Source: an optimization exercise on an open RTL-to-GDS flow (aim: small area and a short achievable clock period). Production flows keep margins and buffers that such runs may drop.
The RTL was checked by simulation tests, not by an equivalence proof against the original design.
No activity file was given, so power comes from the tool's default toggle rates.

==> flow/design.v <==
package btb_pkg;
    localparam logic [1:0] CNT_SNT   = 2'b00;
    localparam logic [1:0] CNT_WNT   = 2'b01;
    localparam logic [1:0] CNT_WT    = 2'b10;
    localparam logic [1:0] CNT_ST    = 2'b11;
    localparam logic [1:0] CNT_ALLOC = CNT_WT;
    localparam int unsigned ENTRY_TAG_W  = 10;
    localparam int unsigned ENTRY_ADDR_W = 32;
    typedef struct packed {
        logic                    valid;
        logic [ENTRY_TAG_W-1:0]  tag;
        logic [ENTRY_ADDR_W-1:0] target;
        logic [1:0]              cnt;
    } btb_entry_t;
    function automatic logic [1:0] sat_inc(input logic [1:0] c);
        sat_inc = (c == CNT_ST) ? CNT_ST : c + 2'd1;
    endfunction
    function automatic logic [1:0] sat_dec(input logic [1:0] c);
        sat_dec = (c == CNT_SNT) ? CNT_SNT : c - 2'd1;
    endfunction
endpackage
module btb_way #(
    parameter  int unsigned SETS   = 32,
    parameter  int unsigned TAG_W  = 10,
    parameter  int unsigned ADDR_W = 32,
    localparam int unsigned IDX_W  = $clog2(SETS)
) (
    input  logic              clk,
    input  logic              reset_n,
    input  logic [IDX_W-1:0]  i_rd_idx,
    output logic              o_rd_valid,
    output logic [TAG_W-1:0]  o_rd_tag,
    output logic [ADDR_W-1:0] o_rd_target,
    output logic [1:0]        o_rd_cnt,
    input  logic [IDX_W-1:0]  i_wr_idx,
    output logic              o_wr_valid,
    output logic [TAG_W-1:0]  o_wr_tag,
    output logic [1:0]        o_wr_cnt,
    input  logic              i_wr_valid_en,
    input  logic              i_wr_tag_en,
    input  logic              i_wr_target_en,
    input  logic              i_wr_cnt_en,
    input  logic [TAG_W-1:0]  i_wr_tag,
    input  logic [ADDR_W-1:0] i_wr_target,
    input  logic [1:0]        i_wr_cnt,
    input  logic              i_clr_valid
);
    logic [SETS-1:0]   r_valid;
    logic [1:0]        r_cnt    [SETS];
    logic [TAG_W-1:0]  r_tag    [SETS];
    logic [ADDR_W-1:0] r_target [SETS];
    always_comb begin
        o_rd_valid  = r_valid[i_rd_idx];
        o_rd_tag    = r_tag[i_rd_idx];
        o_rd_target = r_target[i_rd_idx];
        o_rd_cnt    = r_cnt[i_rd_idx];
        o_wr_valid  = r_valid[i_wr_idx];
        o_wr_tag    = r_tag[i_wr_idx];
        o_wr_cnt    = r_cnt[i_wr_idx];
    end
    always_ff @(posedge clk or negedge reset_n) begin
        if (!reset_n) begin
            r_valid <= '0;
        end else if (i_clr_valid) begin
            r_valid <= '0;
        end else if (i_wr_valid_en) begin
            r_valid[i_wr_idx] <= 1'b1;
        end
    end
    always_ff @(posedge clk or negedge reset_n) begin
        if (!reset_n) begin
            for (int i = 0; i < int'(SETS); i++) begin
                r_cnt[i] <= btb_pkg::CNT_SNT;
            end
        end else if (i_wr_cnt_en && !i_clr_valid) begin
            r_cnt[i_wr_idx] <= i_wr_cnt;
        end
    end
    always_ff @(posedge clk) begin
        if (i_wr_tag_en && !i_clr_valid) begin
            r_tag[i_wr_idx] <= i_wr_tag;
        end
        if (i_wr_target_en && !i_clr_valid) begin
            r_target[i_wr_idx] <= i_wr_target;
        end
    end
endmodule
module btb_assoc #(
    parameter int unsigned SETS   = 32,
    parameter int unsigned TAG_W  = 10,
    parameter int unsigned ADDR_W = 32
) (
    input  logic              clk,
    input  logic              reset_n,
    input  logic              lookup_en,
    input  logic [ADDR_W-1:0] lookup_pc,
    output logic              hit,
    output logic              predict_taken,
    output logic [ADDR_W-1:0] predict_target,
    output logic [1:0]        counter_state,
    input  logic              upd_en,
    input  logic [ADDR_W-1:0] upd_pc,
    input  logic              upd_taken,
    input  logic [ADDR_W-1:0] upd_target,
    input  logic              flush
);
    localparam int unsigned IDX_W = $clog2(SETS);
    logic [IDX_W-1:0]  w_lk_idx;
    logic [TAG_W-1:0]  w_lk_tag;
    logic [IDX_W-1:0]  w_upd_idx;
    logic [TAG_W-1:0]  w_upd_tag;
    logic [1:0]        w_lk_valid;
    logic [TAG_W-1:0]  w_lk_tag_q    [2];
    logic [ADDR_W-1:0] w_lk_target_q [2];
    logic [1:0]        w_lk_cnt_q    [2];
    logic [1:0]        w_u_valid;
    logic [TAG_W-1:0]  w_u_tag_q     [2];
    logic [1:0]        w_u_cnt_q     [2];
    logic [1:0]        w_lk_hit;
    logic              w_lk_way;
    logic [1:0]        w_u_hit;
    logic              w_u_hit_any;
    logic              w_victim;
    logic              w_sel;
    logic              w_alloc;
    logic              w_do_upd;
    logic [1:0]        w_new_cnt;
    logic [1:0]        w_wr_en;
    logic              w_unused_pc;
    logic [SETS-1:0]   r_lru;
    assign w_lk_idx    = lookup_pc[IDX_W+1:2];
    assign w_lk_tag    = lookup_pc[IDX_W+1+TAG_W:IDX_W+2];
    assign w_upd_idx   = upd_pc[IDX_W+1:2];
    assign w_upd_tag   = upd_pc[IDX_W+1+TAG_W:IDX_W+2];
    assign w_unused_pc = ^{lookup_pc, upd_pc};
    for (genvar g = 0; g < 2; g++) begin : g_way
        btb_way #(
            .SETS   (SETS),
            .TAG_W  (TAG_W),
            .ADDR_W (ADDR_W)
        ) u_way (
            .clk            (clk),
            .reset_n        (reset_n),
            .i_rd_idx       (w_lk_idx),
            .o_rd_valid     (w_lk_valid[g]),
            .o_rd_tag       (w_lk_tag_q[g]),
            .o_rd_target    (w_lk_target_q[g]),
            .o_rd_cnt       (w_lk_cnt_q[g]),
            .i_wr_idx       (w_upd_idx),
            .o_wr_valid     (w_u_valid[g]),
            .o_wr_tag       (w_u_tag_q[g]),
            .o_wr_cnt       (w_u_cnt_q[g]),
            .i_wr_valid_en  (w_wr_en[g] && w_alloc),
            .i_wr_tag_en    (w_wr_en[g] && w_alloc),
            .i_wr_target_en (w_wr_en[g] && upd_taken),
            .i_wr_cnt_en    (w_wr_en[g]),
            .i_wr_tag       (w_upd_tag),
            .i_wr_target    (upd_target),
            .i_wr_cnt       (w_new_cnt),
            .i_clr_valid    (flush)
        );
    end
    always_comb begin
        for (int g = 0; g < 2; g++) begin
            w_lk_hit[g] = lookup_en && w_lk_valid[g] && (w_lk_tag_q[g] == w_lk_tag);
        end
        w_lk_way = !w_lk_hit[0];
        hit            = |w_lk_hit;
        predict_target = '0;
        counter_state  = btb_pkg::CNT_SNT;
        if (|w_lk_hit) begin
            predict_target = w_lk_target_q[w_lk_way];
            counter_state  = w_lk_cnt_q[w_lk_way];
        end
        predict_taken = hit && counter_state[1];
    end
    always_comb begin
        for (int g = 0; g < 2; g++) begin
            w_u_hit[g] = w_u_valid[g] && (w_u_tag_q[g] == w_upd_tag);
        end
        w_u_hit_any = |w_u_hit;
        if (!w_u_valid[0]) begin
            w_victim = 1'b0;
        end else if (!w_u_valid[1]) begin
            w_victim = 1'b1;
        end else begin
            w_victim = r_lru[w_upd_idx];
        end
        w_sel    = w_u_hit_any ? !w_u_hit[0] : w_victim;
        w_alloc  = !w_u_hit_any && upd_taken;
        w_do_upd = upd_en && !flush && (w_u_hit_any || upd_taken);
        if (!w_u_hit_any) begin
            w_new_cnt = btb_pkg::CNT_ALLOC;
        end else if (upd_taken) begin
            w_new_cnt = btb_pkg::sat_inc(w_u_cnt_q[w_sel]);
        end else begin
            w_new_cnt = btb_pkg::sat_dec(w_u_cnt_q[w_sel]);
        end
        w_wr_en = w_do_upd ? {w_sel, !w_sel} : 2'b00;
    end
    always_ff @(posedge clk or negedge reset_n) begin
        if (!reset_n) begin
            r_lru <= '0;
        end else if (flush) begin
            r_lru <= '0;
        end else if (w_do_upd) begin
            r_lru[w_upd_idx] <= !w_sel;
        end
    end
endmodule
==> flow/run.sh <==
#!/bin/bash
# synth_recipe.tcl (not shown) runs the flow's synth.tcl, then flattens the netlist and writes it again
# the make line also repeats each setting of config.mk as NAME=value (left out here)
make -C /OpenROAD-flow-scripts/flow DESIGN_CONFIG=/design/flow/config.mk WORK_HOME=/design/flow/orfs CLKGATE_MAP_FILE= SYNTH_SCRIPT=/design/flow/synth_recipe.tcl finish
==> flow/config.mk <==
export PLATFORM = sky130hd
export DESIGN_NAME = btb_assoc
export DESIGN_NICKNAME = btb_assoc
export VERILOG_FILES = /design/flow/design.v
export SDC_FILE = /design/flow/constraint.sdc
export NUM_CORES = 4
export LEC_CHECK = 0
export CAP_MARGIN = 20
export CORE_MARGIN = 2
export CORE_UTILIZATION = 40
export SETUP_SLACK_MARGIN = 0.3
export SLEW_MARGIN = 20
==> flow/constraint.sdc <==
create_clock -name core_clock -period 7.5 [get_ports {clk}]
set_input_delay 1.5000 -clock core_clock [delete_from_list [all_inputs] [get_ports {clk}]]
set_output_delay 1.5000 -clock core_clock [all_outputs]
set_load 0.01 [all_outputs]
==> qor.yml <==
status: "no timing/DRC/antenna violations"
tritoncts: "built"
finalHoldWorstSlack_ps: 522
wl_um: 343000
design.core.area_um2: 303000
total_leakage_power_uw: 0.0455
cts_inserted_buffers: 304
grt_setup_unrepaired: "yes"
final.period_utilization_pct: 95.5
timing.critical_path.arrival_ps: 5660
placement_rows: 202
clock_latency_ps: 890
setup.worst_path.start_class: "input port"
ys_seq_elements: 2912
regToRegStartpoint: "g_way[0].u_way.r_tag[23][4]"
grt_start_max_net_pins: 146
finalWorstPathRequiredPeriod_ps: 7160
cpLargestDelayFamily: "buffers and inverters"
path_buf_inv: 9
post-route-util_pct: 46.6
area_growth_pct: 16.0
reg2reg_path_depth: 14
max_slew.worst_pin.slew_ps: 1130
post_synth_inst_count: 5991
detail_route.vias_per_cell: 6.06
yosys.area.top_type_share_pct: 66.4
place.port_buffers: 103
postSynth.topFlopCell: "sky130_fd_sc_hd__edfxtp_1"
post_synth_instance_area_um2: 122000
crit_type: "in -> out"
ys_seq_area_share_pct: 71.0
finish.net_count: 6525
timing.max_slew.rel_slack_pct: 24.2
hold_ep: "r_lru[15]"
setup_tns_ps: 0
synthesis.nets: 6099
overflow: 0
synth.largest_area_cell: "sky130_fd_sc_hd__edfxtp_1"
drcViolationCount: 0
drt-initial-drc-count: 8099
netlist_top_cells_area: "sky130_fd_sc_hd__edfxtp_1, sky130_fd_sc_hd__mux4_2, sky130_fd_sc_hd__dfrtp_1"
max_clock_freq_mhz: 140
met2WireLength_um: 166000
count_of_pins_over_their_slew_limit: 0
place.detailed.hpwl_um: 204000
min_from: "r_lru[15]"
final.setup_skew_ps: 75.2
wl_met1_um: 140000
synth_area_per_cell_um2: 20.3
yosys_warnings: 8
die_area_um2: 308000
timing.critical_path.fanout_max: 18
setup_viol_count_final: 0
r2r_end: "g_way[0].u_way.r_target[19][14]"
clock_transition_time_at_the_flip_flop_clock_pins_of_the_worst_setup_and_hold_paths_ps: 60
synthArstFlopShare_pct: 7.69
crit_chain: "buf_12 -> buf_16 -> buf_4 -> buf_16 -> mux4_2 -> mux4_2 -> mux2i_1 -> buf_4 -> xor2_1 -> nand3_1 -> nor3_1 -> a41o_2 -> buf_12 -> buf_12 -> buf_4 -> o21a_1 -> clkdlybuf4s50_1"
place.gp.congestion: 0.898
clk_root_buffer_cell: "sky130_fd_sc_hd__clkbuf_16"
grt_pass1_vias: 65100
starting_density_pct: 40.2
cellPowerDensity_nw_per_um2: 247
tritoncts_num_sinks: 2912
hp-class: "reg -> reg"
critPathMaxStageDelay_ps: 560
cts-root-to-sink-buffers: 4
top_level_pins: 138
max-vdd-ir-drop_uv: 314
crit_path_end_kind: "primary output"
highest_layer: "met5"
ant_nets: 0
detailroute.via_count: 64500
layout-drive-gt1-share_pct: 32.8
grt_pass1_wl_um: 487000
die_w_um: 555
critical_path_required_ps: 6000
final-hold-violation-count: 0
routedWlPerCell_um: 32.2
synth-edff-count: 2688
grt_antenna_before_repair: 12
global_route.usage.total_pct: 22.0
hold_depth: 1
layout.filler_cells: 25000
dieHeight_um: 555
r2r_setup_slack_ps: 2910
netlist-cell-type-count: 82
htree_num_levels: 5
timing.max_cap.violations: 0
tritonroute_pass_1_iters: 7
met3_wirelength_um: 27300
critical-path-slowest-cell: "sky130_fd_sc_hd__mux4_2"
-- worst max path at each step --
stage / from / to / slack (ps) / cells past startpoint
3_5_place_dp: lookup_pc[3] / predict_target[9] / -260 / 13
3_3_place_gp: lookup_pc[3] / predict_target[9] / -290 / 13
4_1_cts: lookup_pc[2] / predict_target[20] / 110 / 17
2_1_floorplan: lookup_pc[2] / predict_target[22] / 1160 / 14
6_report: lookup_pc[2] / predict_target[21] / 340 / 17
5_1_grt: lookup_pc[2] / predict_target[21] / 160 / 16
-- stage by stage --
step	setup slack, ps	power (uW)	cells	cell area [um2]
global placement	-289	20100	10100	130000
detailed placement	-264	20100	10100	130000
global route	164	35800	10600	141000
CTS	113	35000	10600	141000
finish	336	34800	10600	141000
floorplan	1160	19300	5991	122000
-- final cells by class --
class	instances	area [um2]	share of cell area [%]
well taps	3978	4980	3.53
clock inverters	164	1760	1.25
multi-input cells	2590	33700	23.9
inverters	86	328	0.233
flip-flops and latches	2912	86300	61.3
diodes	5	12.5	0.00888
clock buffers	378	8010	5.68
repair buffers	523	5860	4.16
-- routing by layer --
layer,GRT usage [%],vias up
met1,31.0,35000
met3,3.48,520
li1,-,25900
met5,0,-
met4,6.32,2
met2,35.5,2978
-- cells in the mapped netlist, types with 33 or more instances --
cell	n
sky130_fd_sc_hd__mux2_2	164
sky130_fd_sc_hd__a221oi_1	35
sky130_fd_sc_hd__nand3_1	70
sky130_fd_sc_hd__mux4_2	999
sky130_fd_sc_hd__o21a_1	36
sky130_fd_sc_hd__a21oi_1	62
sky130_fd_sc_hd__buf_2	142
sky130_fd_sc_hd__buf_1	37
sky130_fd_sc_hd__dfrtp_1	224
sky130_fd_sc_hd__clkbuf_1	182
sky130_fd_sc_hd__mux2i_1	127
sky130_fd_sc_hd__nand2_1	337
sky130_fd_sc_hd__buf_4	37
sky130_fd_sc_hd__nor2_1	200
sky130_fd_sc_hd__o211ai_1	33
sky130_fd_sc_hd__o22ai_1	84
sky130_fd_sc_hd__edfxtp_1	2688
sky130_fd_sc_hd__inv_1	84
sky130_fd_sc_hd__a22oi_1	54
-- report_power, final --
| part | internal (uW) | leakage (uW) | total (uW) | switching [uW] |
|---|---|---|---|---|
| Combinational | 787 | 0.0135 | 1980 | 1190 |
| Clock | 8720 | 0.00476 | 15000 | 6300 |
| Sequential | 17800 | 0.0273 | 17800 | 39.3 |
| Total | 27300 | 0.0455 | 34800 | 7530 |
-- timing repair --
action,CTS,global route
pin swaps,4,2
hold buffers,0,0
hold endpoints to repair,0,0
endpoints found under the setup margin,36,36
resized for setup,64,39
gates cloned,3,3
buffers inserted,12,10
-- logic make-up (layout without fill, tap and decap cells) --
kind of cell | Yosys count | count (layout) | share of synthesized area (%)
buffers and inverters | 489 | 1151 | 1.80
and+or+nand+nor | 763 | 763 | 2.79
xor gates and xnor gates | 39 | 39 | 0.281
adders and majority gates | 10 | 10 | 0.0947
DFF | 2912 | 2912 | 71.0
AOI/OAI and AO/OA | 488 | 488 | 2.91
muxes | 1290 | 1290 | 21.1
other | 0 | 5 | 0
-- flip-flops by register name, summed over array words and instances, names as in the netlist --
register,count
g_way.u_way.r_cnt,128
g_way.u_way.r_valid,64
g_way.u_way.r_tag,640
r_lru,32
g_way.u_way.r_target,2048
-- worst reg2reg max path: stages, from the launching register on --
cell and delay (ps):
sky130_fd_sc_hd__edfxtp_1 390, sky130_fd_sc_hd__mux4_2 490, sky130_fd_sc_hd__a22o_1 250, sky130_fd_sc_hd__a211oi_1 280, sky130_fd_sc_hd__buf_4 210, sky130_fd_sc_hd__nor3_1 60
sky130_fd_sc_hd__nor4b_1 450, sky130_fd_sc_hd__nand2_1 100, sky130_fd_sc_hd__nor3_1 210, sky130_fd_sc_hd__buf_4 210, sky130_fd_sc_hd__o2bb2ai_4 160, sky130_fd_sc_hd__nand2_4 190
sky130_fd_sc_hd__buf_12 290, sky130_fd_sc_hd__nor2_4 680, sky130_fd_sc_hd__buf_12 320
-- layout by cell type, fill, tap and decap left out, types with 59 or more instances in the layout --
| cell | netlist | final |
|---|---|---|
| sky130_fd_sc_hd__mux2i_1 | 127 | 123 |
| sky130_fd_sc_hd__nor2_4 | 0 | 64 |
| sky130_fd_sc_hd__buf_4 | 37 | 309 |
| sky130_fd_sc_hd__dfrtp_1 | 224 | 224 |
| sky130_fd_sc_hd__mux2_2 | 164 | 164 |
| sky130_fd_sc_hd__nor2_1 | 200 | 136 |
| sky130_fd_sc_hd__buf_12 | 0 | 124 |
| sky130_fd_sc_hd__inv_1 | 84 | 83 |
| sky130_fd_sc_hd__nand3_1 | 70 | 70 |
| sky130_fd_sc_hd__clkbuf_1 | 182 | 64 |
| sky130_fd_sc_hd__clkbuf_16 | 0 | 311 |
| sky130_fd_sc_hd__mux4_2 | 999 | 999 |
| sky130_fd_sc_hd__o22ai_1 | 84 | 84 |
| sky130_fd_sc_hd__clkinv_1 | 1 | 59 |
| sky130_fd_sc_hd__nand2_1 | 337 | 335 |
| sky130_fd_sc_hd__a21oi_1 | 62 | 59 |
| sky130_fd_sc_hd__edfxtp_1 | 2688 | 2688 |

[re-timing with driven ports]
The results above use ideal ports. As a check the final layout listed here was re-extracted and re-timed, cells and wires unchanged.
Step 1 sets driving cells, clkbuf_16 on the clock port and buf_2 on the other inputs (assumed; they add their load-dependent delay and slew).
Step 2 times the ports against the registers' clock, not the clock port: input delays grow and output delays shrink by t, the midpoint of the rising clock arrivals with the driver on.
Three values: ideal ports, drivers, drivers and shift; two values: the first two.
t (ns): 0.949
slack for setup (ns): 0.336 / 0.267 / 0.267
worst register clock-pin slew, ns: 0.07 / 0.07
pins driven straight from the clock port: 1
After both steps this run still meets setup and hold. The setup slack of this run moves by -0.069 ns with the drivers and by -0.069 ns with both steps.
